Source: an optimization exercise on an open RTL-to-GDS flow (aim: small area and a short achievable clock period). Production flows keep margins and buffers that such runs may drop.
The RTL was checked by simulation tests, not by an equivalence proof against the original design.
No driver is modelled on the clock port, so clocking that relies on it looks cheaper here than on a real chip.
Power is estimated from default activity; no workload was simulated.

==> exp/yarrow <==
==> flow/design.v <==
`default_nettype none
package cdq_pkg;
   localparam int DEPTH     = 32;
   localparam int WORD_BITS = 32;
   localparam int PTR_BITS  = 5;
   localparam logic [2:0] OP_PUSH_REAR  = 3'd0;
   localparam logic [2:0] OP_PUSH_FRONT = 3'd1;
   localparam logic [2:0] OP_POP_REAR   = 3'd2;
   localparam logic [2:0] OP_POP_FRONT  = 3'd3;
   localparam logic [2:0] OP_CLEAR      = 3'd4;
   localparam logic [1:0] ST_DONE  = 2'd0;
   localparam logic [1:0] ST_FULL  = 2'd1;
   localparam logic [1:0] ST_EMPTY = 2'd2;
   typedef logic signed [WORD_BITS-1:0] word_type;
   typedef struct packed {
      logic [2:0] opcode;
      word_type   value_in;
   } req_payload_type;
   typedef struct packed {
      word_type   value_out;
      logic [1:0] status;
      logic       now_empty;
      logic       now_full;
   } rsp_payload_type;
endpackage : cdq_pkg
`default_nettype wire
`default_nettype none
module cdq_cell (
   input  wire logic               clock,
   input  wire logic               write,
   input  wire cdq_pkg::word_type  push_word,
   output cdq_pkg::word_type       data
);
   cdq_pkg::word_type data_ff;
   always_ff @(posedge clock) begin
      if (write) begin
         data_ff <= push_word;
      end
   end
   assign data = data_ff;
endmodule
`default_nettype wire
`default_nettype none
module circular_deque_top (
   input  wire logic                     clock,
   input  wire logic                     reset,
   input  wire logic                     req_valid,
   output logic                          req_ready,
   input  wire logic [34:0]              req_payload,
   output logic                          rsp_valid,
   input  wire logic                     rsp_ready,
   output logic [35:0]                   rsp_payload
);
   localparam int D = cdq_pkg::DEPTH;
   localparam int P = cdq_pkg::PTR_BITS;
   cdq_pkg::req_payload_type req_p;
   assign req_p = req_payload;
   logic [D-1:0]      head_oh, tail_oh, head_m1_oh, tail_m1_oh;
   logic [D-1:0]      head_p1_oh, tail_p1_oh;
   logic [P:0]        count_ff, count_next;
   logic              empty_ff, full_ff, one_ff, almost_full_ff;
   logic              rsp_valid_ff;
   cdq_pkg::rsp_payload_type rsp_ff;
   logic              accept;
   logic              op_push_rear, op_push_front, op_pop_rear, op_pop_front, op_clear;
   logic              do_push_rear, do_push_front, do_pop_rear, do_pop_front;
   logic [D-1:0]      write, sel;
   cdq_pkg::word_type slot_data [D];
   cdq_pkg::word_type popped;
   assign req_ready = !rsp_valid_ff || rsp_ready;
   assign accept    = req_valid && req_ready;
   assign op_push_rear  = (req_p.opcode == cdq_pkg::OP_PUSH_REAR);
   assign op_push_front = (req_p.opcode == cdq_pkg::OP_PUSH_FRONT);
   assign op_pop_rear   = (req_p.opcode == cdq_pkg::OP_POP_REAR);
   assign op_pop_front  = (req_p.opcode == cdq_pkg::OP_POP_FRONT);
   assign op_clear      = (req_p.opcode == cdq_pkg::OP_CLEAR);
   assign do_push_rear  = accept && op_push_rear  && !full_ff;
   assign do_push_front = accept && op_push_front && !full_ff;
   assign do_pop_rear   = accept && op_pop_rear   && !empty_ff;
   assign do_pop_front  = accept && op_pop_front  && !empty_ff;
   assign head_m1_oh = {head_oh[0], head_oh[D-1:1]};
   assign tail_m1_oh = {tail_oh[0], tail_oh[D-1:1]};
   assign head_p1_oh = {head_oh[D-2:0], head_oh[D-1]};
   assign tail_p1_oh = {tail_oh[D-2:0], tail_oh[D-1]};
   for (genvar i = 0; i < D; i++) begin : g_slot
      assign write[i] = !full_ff && (tail_oh[i] || head_m1_oh[i]);
      cdq_cell u_cell (
         .clock     (clock),
         .write     (write[i]),
         .push_word (req_p.value_in),
         .data      (slot_data[i])
      );
   end
   always_ff @(posedge clock) begin
      if (reset) begin
         head_oh <= D'(1);
         tail_oh <= D'(1);
      end else begin
         if (do_push_front) head_oh <= head_m1_oh;
         if (do_pop_front)  head_oh <= head_p1_oh;
         if (accept && op_clear) tail_oh <= head_oh;
         if (do_push_rear)  tail_oh <= tail_p1_oh;
         if (do_pop_rear)   tail_oh <= tail_m1_oh;
      end
   end
   always_comb begin
      count_next = count_ff;
      if (op_clear)                      count_next = '0;
      if (do_push_rear || do_push_front) count_next = count_ff + 1'b1;
      if (do_pop_rear || do_pop_front)   count_next = count_ff - 1'b1;
   end
   always_ff @(posedge clock) begin
      if (reset) begin
         count_ff       <= '0;
         empty_ff       <= 1'b1;
         full_ff        <= 1'b0;
         one_ff         <= 1'b0;
         almost_full_ff <= 1'b0;
      end else if (accept) begin
         count_ff       <= count_next;
         empty_ff       <= (count_next == '0);
         full_ff        <= (count_next == (P+1)'(D));
         one_ff         <= (count_next == (P+1)'(1));
         almost_full_ff <= (count_next == (P+1)'(D-1));
      end
   end
   always_comb begin
      popped = '0;
      for (int i = 0; i < D; i++) begin
         sel[i] = (op_pop_front && !empty_ff && head_oh[i])
               || (op_pop_rear && !empty_ff && tail_m1_oh[i]);
         popped = popped | (slot_data[i] & {cdq_pkg::WORD_BITS{sel[i]}});
      end
   end
   always_ff @(posedge clock) begin
      if (reset) begin
         rsp_valid_ff <= 1'b0;
      end else if (accept) begin
         rsp_valid_ff <= 1'b1;
      end else if (rsp_ready) begin
         rsp_valid_ff <= 1'b0;
      end
   end
   always_ff @(posedge clock) begin
      if (accept) begin
         rsp_ff.value_out <= popped;
         rsp_ff.status    <= cdq_pkg::ST_DONE;
         rsp_ff.now_empty <= empty_ff;
         rsp_ff.now_full  <= full_ff;
         if (op_push_rear || op_push_front) begin
            if (full_ff) begin
               rsp_ff.status <= cdq_pkg::ST_FULL;
            end else begin
               rsp_ff.now_empty <= 1'b0;
               rsp_ff.now_full  <= almost_full_ff;
            end
         end
         if (op_pop_rear || op_pop_front) begin
            if (empty_ff) begin
               rsp_ff.status <= cdq_pkg::ST_EMPTY;
            end else begin
               rsp_ff.now_empty <= one_ff;
               rsp_ff.now_full  <= 1'b0;
            end
         end
         if (op_clear) begin
            rsp_ff.now_empty <= 1'b1;
            rsp_ff.now_full  <= 1'b0;
         end
      end
   end
   assign rsp_valid   = rsp_valid_ff;
   assign rsp_payload = rsp_ff;
endmodule
`default_nettype wire
==> flow/run.sh <==
#!/bin/bash
# synth_recipe.tcl (not shown) runs the flow's synth.tcl, then flattens the netlist and writes it again
# the make line also repeats each setting of config.mk as NAME=value (left out here)
make -C /OpenROAD-flow-scripts/flow DESIGN_CONFIG=/design/flow/config.mk WORK_HOME=/design/flow/orfs CLKGATE_MAP_FILE= SYNTH_SCRIPT=/design/flow/synth_recipe.tcl finish
==> flow/config.mk <==
export PLATFORM = sky130hd
export DESIGN_NAME = circular_deque_top
export DESIGN_NICKNAME = circular_deque_top
export VERILOG_FILES = /design/flow/design.v
export SDC_FILE = /design/flow/constraint.sdc
export NUM_CORES = 4
export LEC_CHECK = 0
export CAP_MARGIN = 20
export CORE_MARGIN = 2
export CORE_UTILIZATION = 55
export SETUP_SLACK_MARGIN = 1.9
export SLEW_MARGIN = 20
==> flow/constraint.sdc <==
create_clock -name core_clock -period 4.2 [get_ports {clock}]
set_input_delay 0.8400 -clock core_clock [delete_from_list [all_inputs] [get_ports {clock}]]
set_output_delay 0.8400 -clock core_clock [all_outputs]
set_load 0.01 [all_outputs]
==> inputs of exp/maple, as changes to exp/yarrow <==
==> flow/design.v, changed modules only <==
module cdq_cell (
   input  wire logic               clock,
   input  wire logic               write,
   input  wire logic               keep,
   input  wire cdq_pkg::word_type  push_word,
   output cdq_pkg::word_type       data
);
   cdq_pkg::word_type data_ff;
   always_ff @(posedge clock) begin
      data_ff <= (push_word & {cdq_pkg::WORD_BITS{write}})
               | (data_ff & {cdq_pkg::WORD_BITS{keep}});
   end
   assign data = data_ff;
endmodule
module circular_deque_top (
   input  wire logic                     clock,
   input  wire logic                     reset,
   input  wire logic                     req_valid,
   output logic                          req_ready,
   input  wire logic [34:0]              req_payload,
   output logic                          rsp_valid,
   input  wire logic                     rsp_ready,
   output logic [35:0]                   rsp_payload
);
   localparam int D = cdq_pkg::DEPTH;
   localparam int P = cdq_pkg::PTR_BITS;
   cdq_pkg::req_payload_type req_p;
   assign req_p = req_payload;
   logic [D-1:0]      head_oh, tail_oh, head_m1_oh, tail_m1_oh;
   logic [D-1:0]      head_p1_oh, tail_p1_oh;
   logic [P:0]        count_ff, count_next;
   logic              empty_ff, full_ff, one_ff, almost_full_ff;
   logic              rsp_valid_ff;
   cdq_pkg::rsp_payload_type rsp_ff, rsp_in;
   logic              rsp_held_ff, rsp_hold;
   logic              accept;
   logic              op_push_rear, op_push_front, op_pop_rear, op_pop_front, op_clear;
   logic              do_push_rear, do_push_front, do_pop_rear, do_pop_front;
   logic [D-1:0]      write, keep, sel;
   cdq_pkg::word_type slot_data [D];
   cdq_pkg::word_type popped, read_word;
   logic              pop_ok;
   assign req_ready = !rsp_valid_ff || rsp_ready;
   assign accept    = req_valid && req_ready;
   assign op_push_rear  = (req_p.opcode == cdq_pkg::OP_PUSH_REAR);
   assign op_push_front = (req_p.opcode == cdq_pkg::OP_PUSH_FRONT);
   assign op_pop_rear   = (req_p.opcode == cdq_pkg::OP_POP_REAR);
   assign op_pop_front  = (req_p.opcode == cdq_pkg::OP_POP_FRONT);
   assign op_clear      = (req_p.opcode == cdq_pkg::OP_CLEAR);
   assign do_push_rear  = accept && op_push_rear  && !full_ff;
   assign do_push_front = accept && op_push_front && !full_ff;
   assign do_pop_rear   = accept && op_pop_rear   && !empty_ff;
   assign do_pop_front  = accept && op_pop_front  && !empty_ff;
   assign head_m1_oh = {head_oh[0], head_oh[D-1:1]};
   assign tail_m1_oh = {tail_oh[0], tail_oh[D-1:1]};
   assign head_p1_oh = {head_oh[D-2:0], head_oh[D-1]};
   assign tail_p1_oh = {tail_oh[D-2:0], tail_oh[D-1]};
   for (genvar i = 0; i < D; i++) begin : g_slot
      assign write[i] = !full_ff && (tail_oh[i] || head_m1_oh[i]);
      assign keep[i]  = count_ff[P] || !(tail_oh[i] || head_m1_oh[i]);
      cdq_cell u_cell (
         .clock     (clock),
         .write     (write[i]),
         .keep      (keep[i]),
         .push_word (req_p.value_in),
         .data      (slot_data[i])
      );
   end
   always_ff @(posedge clock) begin
      if (reset) begin
         head_oh <= D'(1);
         tail_oh <= D'(1);
      end else begin
         if (do_push_front) head_oh <= head_m1_oh;
         if (do_pop_front)  head_oh <= head_p1_oh;
         if (accept && op_clear) tail_oh <= head_oh;
         if (do_push_rear)  tail_oh <= tail_p1_oh;
         if (do_pop_rear)   tail_oh <= tail_m1_oh;
      end
   end
   always_comb begin
      count_next = count_ff;
      if (op_clear)                      count_next = '0;
      if (do_push_rear || do_push_front) count_next = count_ff + 1'b1;
      if (do_pop_rear || do_pop_front)   count_next = count_ff - 1'b1;
   end
   always_ff @(posedge clock) begin
      if (reset) begin
         count_ff       <= '0;
         empty_ff       <= 1'b1;
         full_ff        <= 1'b0;
         one_ff         <= 1'b0;
         almost_full_ff <= 1'b0;
      end else if (accept) begin
         count_ff       <= count_next;
         empty_ff       <= (count_next == '0);
         full_ff        <= (count_next == (P+1)'(D));
         one_ff         <= (count_next == (P+1)'(1));
         almost_full_ff <= (count_next == (P+1)'(D-1));
      end
   end
   assign pop_ok = (req_p.opcode[2:1] == 2'b01) && !empty_ff;
   always_comb begin
      read_word = '0;
      for (int i = 0; i < D; i++) begin
         sel[i]    = req_p.opcode[0] ? head_oh[i] : tail_m1_oh[i];
         read_word = read_word | (slot_data[i] & {cdq_pkg::WORD_BITS{sel[i]}});
      end
      popped = read_word & {cdq_pkg::WORD_BITS{pop_ok}};
   end
   always_ff @(posedge clock) begin
      if (reset) begin
         rsp_valid_ff <= 1'b0;
      end else if (accept) begin
         rsp_valid_ff <= 1'b1;
      end else if (rsp_ready) begin
         rsp_valid_ff <= 1'b0;
      end
   end
   always_ff @(posedge clock) begin
      if (reset) begin
         rsp_held_ff <= 1'b0;
      end else if (req_valid && (!rsp_held_ff || rsp_ready)) begin
         rsp_held_ff <= 1'b1;
      end else if (rsp_ready) begin
         rsp_held_ff <= 1'b0;
      end
   end
   assign rsp_hold = !req_valid || (rsp_held_ff && !rsp_ready);
   always_comb begin
      rsp_in.value_out = popped;
      rsp_in.status    = cdq_pkg::ST_DONE;
      rsp_in.now_empty = empty_ff;
      rsp_in.now_full  = full_ff;
      if (op_push_rear || op_push_front) begin
         if (full_ff) begin
            rsp_in.status = cdq_pkg::ST_FULL;
         end else begin
            rsp_in.now_empty = 1'b0;
            rsp_in.now_full  = almost_full_ff;
         end
      end
      if (op_pop_rear || op_pop_front) begin
         if (empty_ff) begin
            rsp_in.status = cdq_pkg::ST_EMPTY;
         end else begin
            rsp_in.now_empty = one_ff;
            rsp_in.now_full  = 1'b0;
         end
      end
      if (op_clear) begin
         rsp_in.now_empty = 1'b1;
         rsp_in.now_full  = 1'b0;
      end
   end
   always_ff @(posedge clock) begin
      rsp_ff <= (rsp_in & {36{accept}}) | (rsp_ff & {36{rsp_hold}});
   end
   assign rsp_valid   = rsp_valid_ff;
   assign rsp_payload = rsp_ff;
endmodule
==> flow/flow/run.sh (new file) <==
#!/bin/bash
# Standard ORFS layout, run stage by stage: no setup margin before clock tree
# synthesis (with ideal clocks the margin only oversizes gates), then one setup
# margin for the repair after clock tree synthesis and a larger one for the
# repair after global routing, ahead of the slack detailed routing loses.
set -euo pipefail
# Ports are buffered with plain buffers instead of the delay cells
# buffer_ports picks on its own, and sizing is not held to each cell's
# footprint, so the repairs may swap a delay cell for a buffer.
read -r CTS_MARGIN GRT_MARGIN < flow/margin.txt
COMMON=(MATCH_CELL_FOOTPRINT=0 "BUFFER_PORTS_ARGS=-buffer_cell sky130_fd_sc_hd__buf_4")
bash standard.sh "${COMMON[@]}" synth > log_synth.txt 2>&1
bash standard.sh "${COMMON[@]}" SETUP_SLACK_MARGIN=0 floorplan > log_floorplan.txt 2>&1
bash standard.sh "${COMMON[@]}" SETUP_SLACK_MARGIN=0 place > log_place.txt 2>&1
bash standard.sh "${COMMON[@]}" SETUP_SLACK_MARGIN=$CTS_MARGIN cts > log_cts.txt 2>&1
bash standard.sh "${COMMON[@]}" SETUP_SLACK_MARGIN=$GRT_MARGIN finish > log_finish.txt 2>&1
test -f out/final.def
==> flow/flow/margin.txt (new file) <==
1.9 2.1
==> flow/standard.sh (new file) <==
#!/bin/bash
# synth_recipe.tcl (not shown) runs the flow's synth.tcl, then flattens the netlist and writes it again
# the make line also repeats each setting of config.mk as NAME=value (left out here)
make -C /OpenROAD-flow-scripts/flow DESIGN_CONFIG=/design/flow/config.mk WORK_HOME=/design/flow/orfs CLKGATE_MAP_FILE= SYNTH_SCRIPT=/design/flow/synth_recipe.tcl "${@:-finish}"
CTS_CLUSTER_DIAMETER = 70   (was unset)
CTS_CLUSTER_SIZE = 24   (was unset)
SETUP_SLACK_MARGIN = unset   (was 1.9)
removed: flow/run.sh
==> inputs of exp/nickel, as changes to exp/yarrow <==
==> flow/design.v, changed modules only <==
module cdq_cell (
   input  wire logic               clock,
   input  wire logic               write,
   input  wire logic               keep,
   input  wire cdq_pkg::word_type  push_word,
   output cdq_pkg::word_type       data
);
   cdq_pkg::word_type data_ff;
   always_ff @(posedge clock) begin
      data_ff <= (push_word & {cdq_pkg::WORD_BITS{write}})
               | (data_ff & {cdq_pkg::WORD_BITS{keep}});
   end
   assign data = data_ff;
endmodule
module circular_deque_top (
   input  wire logic                     clock,
   input  wire logic                     reset,
   input  wire logic                     req_valid,
   output logic                          req_ready,
   input  wire logic [34:0]              req_payload,
   output logic                          rsp_valid,
   input  wire logic                     rsp_ready,
   output logic [35:0]                   rsp_payload
);
   localparam int D = cdq_pkg::DEPTH;
   localparam int P = cdq_pkg::PTR_BITS;
   cdq_pkg::req_payload_type req_p;
   assign req_p = req_payload;
   logic [D-1:0]      head_oh, tail_oh, head_m1_oh, tail_m1_oh;
   logic [D-1:0]      head_p1_oh, tail_p1_oh;
   logic [P:0]        count_ff, count_next;
   logic              empty_ff, full_ff, one_ff, almost_full_ff;
   logic              rsp_valid_ff;
   cdq_pkg::rsp_payload_type rsp_ff, rsp_in;
   logic              rsp_held_ff, rsp_hold;
   logic              accept;
   logic              op_push_rear, op_push_front, op_pop_rear, op_pop_front, op_clear;
   logic              do_push_rear, do_push_front, do_pop_rear, do_pop_front;
   logic [D-1:0]      write, keep, sel;
   cdq_pkg::word_type slot_data [D];
   cdq_pkg::word_type popped, read_word;
   logic              pop_ok;
   assign req_ready = !rsp_valid_ff || rsp_ready;
   assign accept    = req_valid && req_ready;
   assign op_push_rear  = (req_p.opcode == cdq_pkg::OP_PUSH_REAR);
   assign op_push_front = (req_p.opcode == cdq_pkg::OP_PUSH_FRONT);
   assign op_pop_rear   = (req_p.opcode == cdq_pkg::OP_POP_REAR);
   assign op_pop_front  = (req_p.opcode == cdq_pkg::OP_POP_FRONT);
   assign op_clear      = (req_p.opcode == cdq_pkg::OP_CLEAR);
   assign do_push_rear  = accept && op_push_rear  && !full_ff;
   assign do_push_front = accept && op_push_front && !full_ff;
   assign do_pop_rear   = accept && op_pop_rear   && !empty_ff;
   assign do_pop_front  = accept && op_pop_front  && !empty_ff;
   assign head_m1_oh = {head_oh[0], head_oh[D-1:1]};
   assign tail_m1_oh = {tail_oh[0], tail_oh[D-1:1]};
   assign head_p1_oh = {head_oh[D-2:0], head_oh[D-1]};
   assign tail_p1_oh = {tail_oh[D-2:0], tail_oh[D-1]};
   for (genvar i = 0; i < D; i++) begin : g_slot
      assign write[i] = !full_ff && (tail_oh[i] || head_m1_oh[i]);
      assign keep[i]  = count_ff[P] || !(tail_oh[i] || head_m1_oh[i]);
      cdq_cell u_cell (
         .clock     (clock),
         .write     (write[i]),
         .keep      (keep[i]),
         .push_word (req_p.value_in),
         .data      (slot_data[i])
      );
   end
   always_ff @(posedge clock) begin
      if (reset) begin
         head_oh <= D'(1);
         tail_oh <= D'(1);
      end else begin
         if (do_push_front) head_oh <= head_m1_oh;
         if (do_pop_front)  head_oh <= head_p1_oh;
         if (accept && op_clear) tail_oh <= head_oh;
         if (do_push_rear)  tail_oh <= tail_p1_oh;
         if (do_pop_rear)   tail_oh <= tail_m1_oh;
      end
   end
   always_comb begin
      count_next = count_ff;
      if (op_clear)                      count_next = '0;
      if (do_push_rear || do_push_front) count_next = count_ff + 1'b1;
      if (do_pop_rear || do_pop_front)   count_next = count_ff - 1'b1;
   end
   always_ff @(posedge clock) begin
      if (reset) begin
         count_ff       <= '0;
         empty_ff       <= 1'b1;
         full_ff        <= 1'b0;
         one_ff         <= 1'b0;
         almost_full_ff <= 1'b0;
      end else if (accept) begin
         count_ff       <= count_next;
         empty_ff       <= (count_next == '0);
         full_ff        <= (count_next == (P+1)'(D));
         one_ff         <= (count_next == (P+1)'(1));
         almost_full_ff <= (count_next == (P+1)'(D-1));
      end
   end
   assign pop_ok = (req_p.opcode[2:1] == 2'b01) && !empty_ff;
   always_comb begin
      read_word = '0;
      for (int i = 0; i < D; i++) begin
         sel[i]    = req_p.opcode[0] ? head_oh[i] : tail_m1_oh[i];
         read_word = read_word | (slot_data[i] & {cdq_pkg::WORD_BITS{sel[i]}});
      end
      popped = read_word & {cdq_pkg::WORD_BITS{pop_ok}};
   end
   always_ff @(posedge clock) begin
      if (reset) begin
         rsp_valid_ff <= 1'b0;
      end else if (accept) begin
         rsp_valid_ff <= 1'b1;
      end else if (rsp_ready) begin
         rsp_valid_ff <= 1'b0;
      end
   end
   always_ff @(posedge clock) begin
      if (reset) begin
         rsp_held_ff <= 1'b0;
      end else if (req_valid && (!rsp_held_ff || rsp_ready)) begin
         rsp_held_ff <= 1'b1;
      end else if (rsp_ready) begin
         rsp_held_ff <= 1'b0;
      end
   end
   assign rsp_hold = !req_valid || (rsp_held_ff && !rsp_ready);
   always_comb begin
      rsp_in.value_out = popped;
      rsp_in.status    = cdq_pkg::ST_DONE;
      rsp_in.now_empty = empty_ff;
      rsp_in.now_full  = full_ff;
      if (op_push_rear || op_push_front) begin
         if (full_ff) begin
            rsp_in.status = cdq_pkg::ST_FULL;
         end else begin
            rsp_in.now_empty = 1'b0;
            rsp_in.now_full  = almost_full_ff;
         end
      end
      if (op_pop_rear || op_pop_front) begin
         if (empty_ff) begin
            rsp_in.status = cdq_pkg::ST_EMPTY;
         end else begin
            rsp_in.now_empty = one_ff;
            rsp_in.now_full  = 1'b0;
         end
      end
      if (op_clear) begin
         rsp_in.now_empty = 1'b1;
         rsp_in.now_full  = 1'b0;
      end
   end
   always_ff @(posedge clock) begin
      rsp_ff <= (rsp_in & {36{accept}}) | (rsp_ff & {36{rsp_hold}});
   end
   assign rsp_valid   = rsp_valid_ff;
   assign rsp_payload = rsp_ff;
endmodule
==> flow/flow/run.sh (new file) <==
#!/bin/bash
# Standard ORFS layout, run stage by stage:
# - no setup margin before clock tree synthesis (with ideal clocks the margin
#   only oversizes gates), then the setup margin for the repairs after clock
#   tree synthesis and global routing;
# - ports buffered with plain buffers instead of the delay cells buffer_ports
#   picks on its own, and sizing not held to each cell's footprint, so the
#   repairs may swap a delay cell for a buffer.
set -euo pipefail
MARGIN=$(cat flow/margin.txt)
COMMON=(MATCH_CELL_FOOTPRINT=0 "BUFFER_PORTS_ARGS=-buffer_cell sky130_fd_sc_hd__buf_4")
bash standard.sh "${COMMON[@]}" synth > log_synth.txt 2>&1
bash standard.sh "${COMMON[@]}" SETUP_SLACK_MARGIN=0 floorplan > log_floorplan.txt 2>&1
bash standard.sh "${COMMON[@]}" SETUP_SLACK_MARGIN=0 place > log_place.txt 2>&1
bash standard.sh "${COMMON[@]}" SETUP_SLACK_MARGIN=$MARGIN cts > log_cts.txt 2>&1
bash standard.sh "${COMMON[@]}" SETUP_SLACK_MARGIN=$MARGIN finish > log_finish.txt 2>&1
test -f out/final.def
==> flow/flow/margin.txt (new file) <==
1.7
==> flow/standard.sh (new file) <==
#!/bin/bash
# synth_recipe.tcl (not shown) runs the flow's synth.tcl, then flattens the netlist and writes it again
# the make line also repeats each setting of config.mk as NAME=value (left out here)
make -C /OpenROAD-flow-scripts/flow DESIGN_CONFIG=/design/flow/config.mk WORK_HOME=/design/flow/orfs CLKGATE_MAP_FILE= SYNTH_SCRIPT=/design/flow/synth_recipe.tcl "${@:-finish}"
CTS_CLUSTER_DIAMETER = 70   (was unset)
CTS_CLUSTER_SIZE = 24   (was unset)
SETUP_SLACK_MARGIN = unset   (was 1.9)
removed: flow/run.sh
==> notes <==
Of exp/yarrow and exp/nickel, exp/nickel has the higher area after synthesis (gap about 0.32%, measured against exp/nickel).
Worst setup slack: exp/maple > exp/yarrow > exp/nickel.
The highest clock skew belongs to exp/maple, the lowest to exp/yarrow.
Of exp/yarrow and exp/maple, exp/maple has the higher die area (gap 0.32%, measured against exp/maple).
Global-route usage: exp/maple is higher than exp/nickel (3.3 points).
==> figures <==
metric                                                                exp/yarrow               exp/nickel                exp/maple
Instance count after placement with tap cells included                      3455                     4559                     4559
Met1 wire length                                                        55890 um                 71360 um                 74250 um
Flop pwr share                                                             54.9%                    58.1%                    57.5%
Combinational share of power                                                3.3%                    18.7%                    19.6%
Total routing resource utilization after global routing                   37.72%                   47.81%                   51.13%
Post-cts resize count                                                        192                       30                       64
Least-Margin Pin Slew                                                   1.217 ns                 1.212 ns                 1.082 ns
Result of the run                                        complete, no violations  complete, no violations  complete, no violations
Die area                                                               78290 um2                78530 um2                78530 um2
Adder and majority gate portion of the synthesized area                 0.05982%                 0.05962%                 0.05962%
Met2 usage in global routing                                              57.29%                   68.23%                   70.32%
Total of fill cells in the finished design                                  4900                     6255                     5925

[re-timing with driven ports]
In the flow no input, the clock included, has a driving cell. The finished layouts below were timed again as built, in two steps. Step 1 assumes that a clkbuf_16 drives the clock port and a buf_2 every other input. Step 2, shift: input delay + t, output delay - t, t = (earliest + latest rising clock arrival at the registers) / 2. This alone moves slack from input paths to output paths. Slacks: ideal / step 1 / step 2; pairs: ideal / step 1.
| run | t (ns) | setup WS [ns] | worst setup path at the end | clock arrival spread, ns |
|---|---|---|---|---|
| exp/yarrow | 0.745 | 1.660 / 1.669 / 0.924 | input to register | 0.017 / 0.016 |
| exp/maple | 0.753 | 1.812 / 1.668 / 0.915 | input to register | 0.038 / 0.038 |
| exp/nickel | 0.747 | 1.628 / 1.628 / 0.911 | input to register | 0.038 / 0.038 |
After both steps every run listed still meets setup and hold. For exp/maple, which loses most, drivers alone change the setup slack by -0.144 ns; drivers and shift together by -0.897 ns.
